Background: an optimization exercise with open tools, aiming at small area and a short achievable clock period. Do not read the settings as production practice. Function was checked by simulation only, so behaviour that the tests miss may differ from the original.

Setup of old:
==> flow/design.v <==
package core_pkg;
  localparam int DATA_W     = 32;
  localparam int REG_ADDR_W = 4;
  localparam int NUM_REGS   = 16;
  localparam int IMM_W      = 8;
  typedef enum logic [3:0] {
    OP_EOR = 4'b0001,
    OP_SUB = 4'b0010,
    OP_ADD = 4'b0100,
    OP_TST = 4'b1000,
    OP_TEQ = 4'b1001,
    OP_CMP = 4'b1010,
    OP_ORR = 4'b1100,
    OP_MOV = 4'b1101,
    OP_BIC = 4'b1110,
    OP_MVN = 4'b1111
  } alu_op_e;
  typedef enum logic [3:0] {
    COND_EQ, COND_NE, COND_CS, COND_CC,
    COND_MI, COND_PL, COND_VS, COND_VC,
    COND_HI, COND_LS, COND_GE, COND_LT,
    COND_GT, COND_LE, COND_AL, COND_NV
  } cond_e;
  typedef struct packed {
    logic n;
    logic z;
    logic c;
    logic v;
  } flags_t;
  typedef struct packed {
    logic                  valid;
    cond_e                 cond;
    alu_op_e               op;
    logic                  imm_sel;
    logic                  set_flags;
    logic                  writes_rd;
    logic [REG_ADDR_W-1:0] rn;
    logic [REG_ADDR_W-1:0] rd;
    logic [REG_ADDR_W-1:0] rm;
    logic [IMM_W-1:0]      imm;
  } decoded_t;
  typedef struct packed {
    logic                  valid;
    logic [REG_ADDR_W-1:0] addr;
    logic [DATA_W-1:0]     data;
  } wb_t;
endpackage
`timescale 1ns/1ps
module dp_core (
  input  logic        clk,
  input  logic        nreset,
  input  logic        instr_valid_i,
  input  logic [31:0] instr_i,
  output logic        wb_valid_o,
  output logic [3:0]  wb_addr_o,
  output logic [31:0] wb_data_o,
  output logic [3:0]  flags_o
);
  logic [3:0]  opc, rn, rm, rd;
  logic        imm_sel;
  assign opc     = instr_i[24:21];
  assign rn      = instr_i[19:16];
  assign rd      = instr_i[15:12];
  assign rm      = instr_i[3:0];
  assign imm_sel = instr_i[25];
  logic d_wr, d_setf, d_arith, d_cin, d_inv, d_and, d_or, d_xor;
  always_comb begin
    d_wr = 1'b0; d_setf = 1'b0; d_arith = 1'b0; d_cin = 1'b0; d_inv = 1'b0;
    d_and = 1'b0; d_or = 1'b0; d_xor = 1'b0;
    case (opc)
      4'b0001: begin d_wr = 1'b1; d_setf = instr_i[20]; d_xor = 1'b1; end             
      4'b0010: begin d_wr = 1'b1; d_setf = instr_i[20]; d_arith = 1'b1;               
                     d_cin = 1'b1; d_inv = 1'b1; end
      4'b0100: begin d_wr = 1'b1; d_setf = instr_i[20]; d_arith = 1'b1; end           
      4'b1000: begin d_setf = 1'b1; d_and = 1'b1; end                                 
      4'b1001: begin d_setf = 1'b1; d_xor = 1'b1; end                                 
      4'b1010: begin d_setf = 1'b1; d_arith = 1'b1; d_cin = 1'b1; d_inv = 1'b1; end   
      4'b1100: begin d_wr = 1'b1; d_setf = instr_i[20]; d_or = 1'b1; end              
      4'b1101: begin d_wr = 1'b1; d_setf = instr_i[20]; end                           
      4'b1110: begin d_wr = 1'b1; d_setf = instr_i[20]; d_and = 1'b1; d_inv = 1'b1; end  
      4'b1111: begin d_wr = 1'b1; d_setf = instr_i[20]; d_inv = 1'b1; end             
      default: ;
    endcase
  end
  logic [15:0][31:0] regs;
  logic        wb_v;
  logic [3:0]  wb_a;
  logic [31:0] wb_d;
  logic [15:0] we;
  always_comb begin
    for (int i = 0; i < 16; i++) we[i] = wb_v & (wb_a == i);
  end
  always_ff @(posedge clk) begin
    for (int i = 0; i < 16; i++)
      if (we[i]) regs[i] <= wb_d;
  end
  logic [15:0] sel1, sel2;
  logic        byp1, byp2;
  logic [31:0] op1_d, op2_d;
  always_comb begin
    byp1  = wb_v & (wb_a == rn);
    byp2  = wb_v & (wb_a == rm) & ~imm_sel;
    op1_d = wb_d & {32{byp1}};
    op2_d = {24'b0, instr_i[7:0] & {8{imm_sel}}} | (wb_d & {32{byp2}});
    for (int i = 0; i < 16; i++) begin
      sel1[i] = (rn == i) & ~we[i];
      sel2[i] = (rm == i) & ~we[i] & ~imm_sel;
      op1_d   = op1_d | (regs[i] & {32{sel1[i]}});
      op2_d   = op2_d | (regs[i] & {32{sel2[i]}});
    end
  end
  logic        ex_v;
  logic [3:0]  ex_cond, ex_rd;
  logic        ex_wr, ex_setf, ex_arith, ex_cin, ex_inv, ex_and, ex_or, ex_xor;
  logic        f1_d, f2_d;
  logic [31:0] lres, res;
  logic [31:0] ex_a, ex_b;
  always_ff @(posedge clk) begin
    ex_v     <= nreset & instr_valid_i;
    ex_cond  <= instr_i[31:28];
    ex_rd    <= rd;
    ex_wr    <= d_wr;
    ex_setf  <= d_setf;
    ex_arith <= d_arith;
    ex_cin   <= d_cin;
    ex_inv   <= d_inv;
    ex_and   <= d_and;
    ex_or    <= d_or;
    ex_xor   <= d_xor;
    ex_a     <= f1_d ? res : op1_d;
    ex_b     <= f2_d ? (res ^ {32{d_inv}}) : (op2_d ^ {32{d_inv}});
  end
  logic [3:0]  fl;    
  logic        wr_now;
  logic [31:0] a, b;
  assign a = ex_a;
  assign b = ex_b;
  logic [32:0] sum;
  logic [32:0] pg_g [7];
  logic [32:0] pg_p [7];
  assign pg_g[0] = {a & b, ex_cin};
  assign pg_p[0] = {a ^ b, 1'b0};
  for (genvar l = 0; l < 6; l++) begin : g_ks
    for (genvar i = 0; i < 33; i++) begin : g_bit
      if (i >= (1 << l)) begin : g_op
        assign pg_g[l+1][i] = pg_g[l][i] | (pg_p[l][i] & pg_g[l][i-(1<<l)]);
        assign pg_p[l+1][i] = pg_p[l][i] & pg_p[l][i-(1<<l)];
      end else begin : g_pass
        assign pg_g[l+1][i] = pg_g[l][i];
        assign pg_p[l+1][i] = pg_p[l][i];
      end
    end
  end
  assign sum[31:0] = pg_p[0][32:1] ^ pg_g[6][31:0];
  assign sum[32]   = pg_g[6][32];
  always_comb begin
    if (ex_and)      lres = a & b;
    else if (ex_or)  lres = a | b;
    else if (ex_xor) lres = a ^ b;
    else             lres = b;
  end
  assign res = ex_arith ? sum[31:0] : lres;
  logic [3:0] fl_next;
  assign fl_next[3] = res[31];
  logic [31:0] zc;
  logic        z_add;
  assign zc     = {a[30:0] | b[30:0], ex_cin};
  assign z_add  = ((a ^ b) == zc);
  assign fl_next[2] = ex_arith ? z_add : (lres == 32'b0);
  assign fl_next[1] = ex_arith ? sum[32] : fl[1];
  assign fl_next[0] = ex_arith ? ((a[31] == b[31]) & (sum[31] != a[31])) : fl[0];
  logic pass;
  always_comb begin
    case (ex_cond)
      4'd0:  pass = fl[2];
      4'd1:  pass = ~fl[2];
      4'd2:  pass = fl[1];
      4'd3:  pass = ~fl[1];
      4'd4:  pass = fl[3];
      4'd5:  pass = ~fl[3];
      4'd6:  pass = fl[0];
      4'd7:  pass = ~fl[0];
      4'd8:  pass = fl[1] & ~fl[2];
      4'd9:  pass = ~fl[1] | fl[2];
      4'd10: pass = (fl[3] == fl[0]);
      4'd11: pass = (fl[3] != fl[0]);
      4'd12: pass = ~fl[2] & (fl[3] == fl[0]);
      4'd13: pass = fl[2] | (fl[3] != fl[0]);
      4'd14: pass = 1'b1;
      default: pass = 1'b0;
    endcase
  end
  logic commit;
  assign commit = ex_v & pass;
  assign wr_now = nreset & commit & ex_wr;
  assign f1_d   = wr_now & (ex_rd == rn);
  assign f2_d   = wr_now & (ex_rd == rm) & ~imm_sel;
  always_ff @(posedge clk) begin
    if (!nreset)               fl <= 4'b0;
    else if (commit & ex_setf) fl <= fl_next;
    wb_v <= wr_now;
    wb_a <= ex_rd;
    wb_d <= res;
  end
  assign wb_valid_o = wb_v;
  assign wb_addr_o  = wb_a;
  assign wb_data_o  = wb_d;
  assign flags_o    = fl;
endmodule
clock: 6.5 ns
lec_check: 0
cap_margin: 20
core_margin: 2
core_utilization: 40
setup_slack_margin: 3.5
slew_margin: 20
standard.sh (not shown) runs the stock make flow with config.mk's settings and CLKGATE_MAP_FILE= SYNTH_SCRIPT=/design/flow/synth_recipe.tcl, a recipe that flattens the netlist after the stock synthesis.
==> flow/flow/run.sh <==
#!/bin/bash
# The standard layout, with plain buf_2 port buffers in place of the
# delay cells buffer_ports picks by default
set -euo pipefail
export BUFFER_PORTS_ARGS="-buffer_cell sky130_fd_sc_hd__buf_2"
bash standard.sh > standard_flow.log 2>&1
Looking at the reports, old completed the entire flow and the layout it produced met the timing, DRC and antenna checks.
Here is what was changed in the inputs of new compared with old.
-- flow/design.v --
<<< old, line 87
  logic [3:0]  wb_a;
  logic [31:0] wb_d;
  logic [15:0] we;
  always_comb begin
    for (int i = 0; i < 16; i++) we[i] = wb_v & (wb_a == i);
  end
  always_ff @(posedge clk) begin
    for (int i = 0; i < 16; i++)
      if (we[i]) regs[i] <= wb_d;
  end
  logic [15:0] sel1, sel2;
  logic        byp1, byp2;
  logic [31:0] op1_d, op2_d;
  always_comb begin
    byp1  = wb_v & (wb_a == rn);
    byp2  = wb_v & (wb_a == rm) & ~imm_sel;
    op1_d = wb_d & {32{byp1}};
    op2_d = {24'b0, instr_i[7:0] & {8{imm_sel}}} | (wb_d & {32{byp2}});
    for (int i = 0; i < 16; i++) begin
      sel1[i] = (rn == i) & ~we[i];
      sel2[i] = (rm == i) & ~we[i] & ~imm_sel;
      op1_d   = op1_d | (regs[i] & {32{sel1[i]}});
      op2_d   = op2_d | (regs[i] & {32{sel2[i]}});
    end
  end
  logic        ex_v;
  logic [3:0]  ex_cond, ex_rd;
  logic        ex_wr, ex_setf, ex_arith, ex_cin, ex_inv, ex_and, ex_or, ex_xor;
  logic        f1_d, f2_d;
  logic [31:0] lres, res;
  logic [31:0] ex_a, ex_b;
  always_ff @(posedge clk) begin
>>> new, line 87
  logic [3:0]  wb_a;
  logic [31:0] wb_d;
  always_ff @(posedge clk) begin
    for (int i = 0; i < 16; i++)
      if (wb_v && wb_a == i) regs[i] <= wb_d;
  end
  logic [15:0] sel1, sel2;
  logic [31:0] rd1, rd2;
  always_comb begin
    rd1 = '0;
    rd2 = '0;
    for (int i = 0; i < 16; i++) begin
      sel1[i] = (rn == i);
      sel2[i] = (rm == i);
      rd1 = rd1 | (regs[i] & {32{sel1[i]}});
      rd2 = rd2 | (regs[i] & {32{sel2[i]}});
    end
  end
  logic [31:0] op1_d, op2_d;
  assign op1_d = (wb_v && wb_a == rn) ? wb_d : rd1;
  assign op2_d = (imm_sel ? {24'b0, instr_i[7:0]}
                          : ((wb_v && wb_a == rm) ? wb_d : rd2)) ^ {32{d_inv}};
  logic        ex_v;
  logic [3:0]  ex_cond, ex_rd;
  logic        ex_wr, ex_setf, ex_arith, ex_cin, ex_inv, ex_and, ex_or, ex_xor;
  logic        ex_f1, ex_f2;
  logic [31:0] ex_a, ex_b;
  always_ff @(posedge clk) begin
<<< old, line 128
    ex_or    <= d_or;
    ex_xor   <= d_xor;
    ex_a     <= f1_d ? res : op1_d;
    ex_b     <= f2_d ? (res ^ {32{d_inv}}) : (op2_d ^ {32{d_inv}});
  end
  logic [3:0]  fl;    
  logic        wr_now;
  logic [31:0] a, b;
  assign a = ex_a;
  assign b = ex_b;
  logic [32:0] sum;
  logic [32:0] pg_g [7];
  logic [32:0] pg_p [7];
>>> new, line 124
    ex_or    <= d_or;
    ex_xor   <= d_xor;
    ex_f1    <= wr_now & (ex_rd == rn);
    ex_f2    <= wr_now & (ex_rd == rm) & ~imm_sel;
    ex_a     <= op1_d;
    ex_b     <= op2_d;
  end
  logic [3:0]  fl;    
  logic        wr_now;
  logic [31:0] a, b;
  assign a = ex_f1 ? wb_d : ex_a;
  assign b = ex_f2 ? (wb_d ^ {32{ex_inv}}) : ex_b;
  logic [32:0] sum;
  logic [31:0] lres, res;
  logic [32:0] pg_g [7];
  logic [32:0] pg_p [7];
<<< old, line 194
  assign commit = ex_v & pass;
  assign wr_now = nreset & commit & ex_wr;
  assign f1_d   = wr_now & (ex_rd == rn);
  assign f2_d   = wr_now & (ex_rd == rm) & ~imm_sel;
  always_ff @(posedge clk) begin
    if (!nreset)               fl <= 4'b0;
>>> new, line 193
  assign commit = ex_v & pass;
  assign wr_now = nreset & commit & ex_wr;
  always_ff @(posedge clk) begin
    if (!nreset)               fl <= 4'b0;
==> comparison <==
Pin count of the biggest net entering global routing on new is down relative to old. Compared with old, new shows fmax that has gone down by a few percent. Compared with old, in new number of buffer and inverter stages on the critical path lower, via count higher, final area higher, worst hold slack across all endpoints higher.

==> port drivers added, routing unchanged <==
How much do the figures lean on ideal ports? The routed layouts below were timed once more, with nothing changed but the port constraints.
Step 1 assumes that a clkbuf_16 drives the clock port and a buf_2 every other input.
Step 2, shift: input delay + t, output delay - t, t = (earliest + latest rising clock arrival at the registers) / 2. This alone moves slack from input paths to output paths.
Three values: ideal, step 1, step 2; two values: the first two.
run | t (ns) | setup slack, ns | clock arrival spread, ns | slew at the worst register clock pin (ns) | worst slew at a driven data input, ns
old | 0.696 | 3.403 / 3.423 / 2.727 | 0.029 / 0.029 | 0.07 / 0.07 | 0.09
new | 0.673 | 3.323 / 3.323 / 2.864 | 0.034 / 0.033 | 0.07 / 0.07 | 0.04
After both steps setup and hold are still met in every run listed. For old, which loses most, drivers alone change the setup slack by +0.020 ns; drivers and shift together by -0.676 ns.
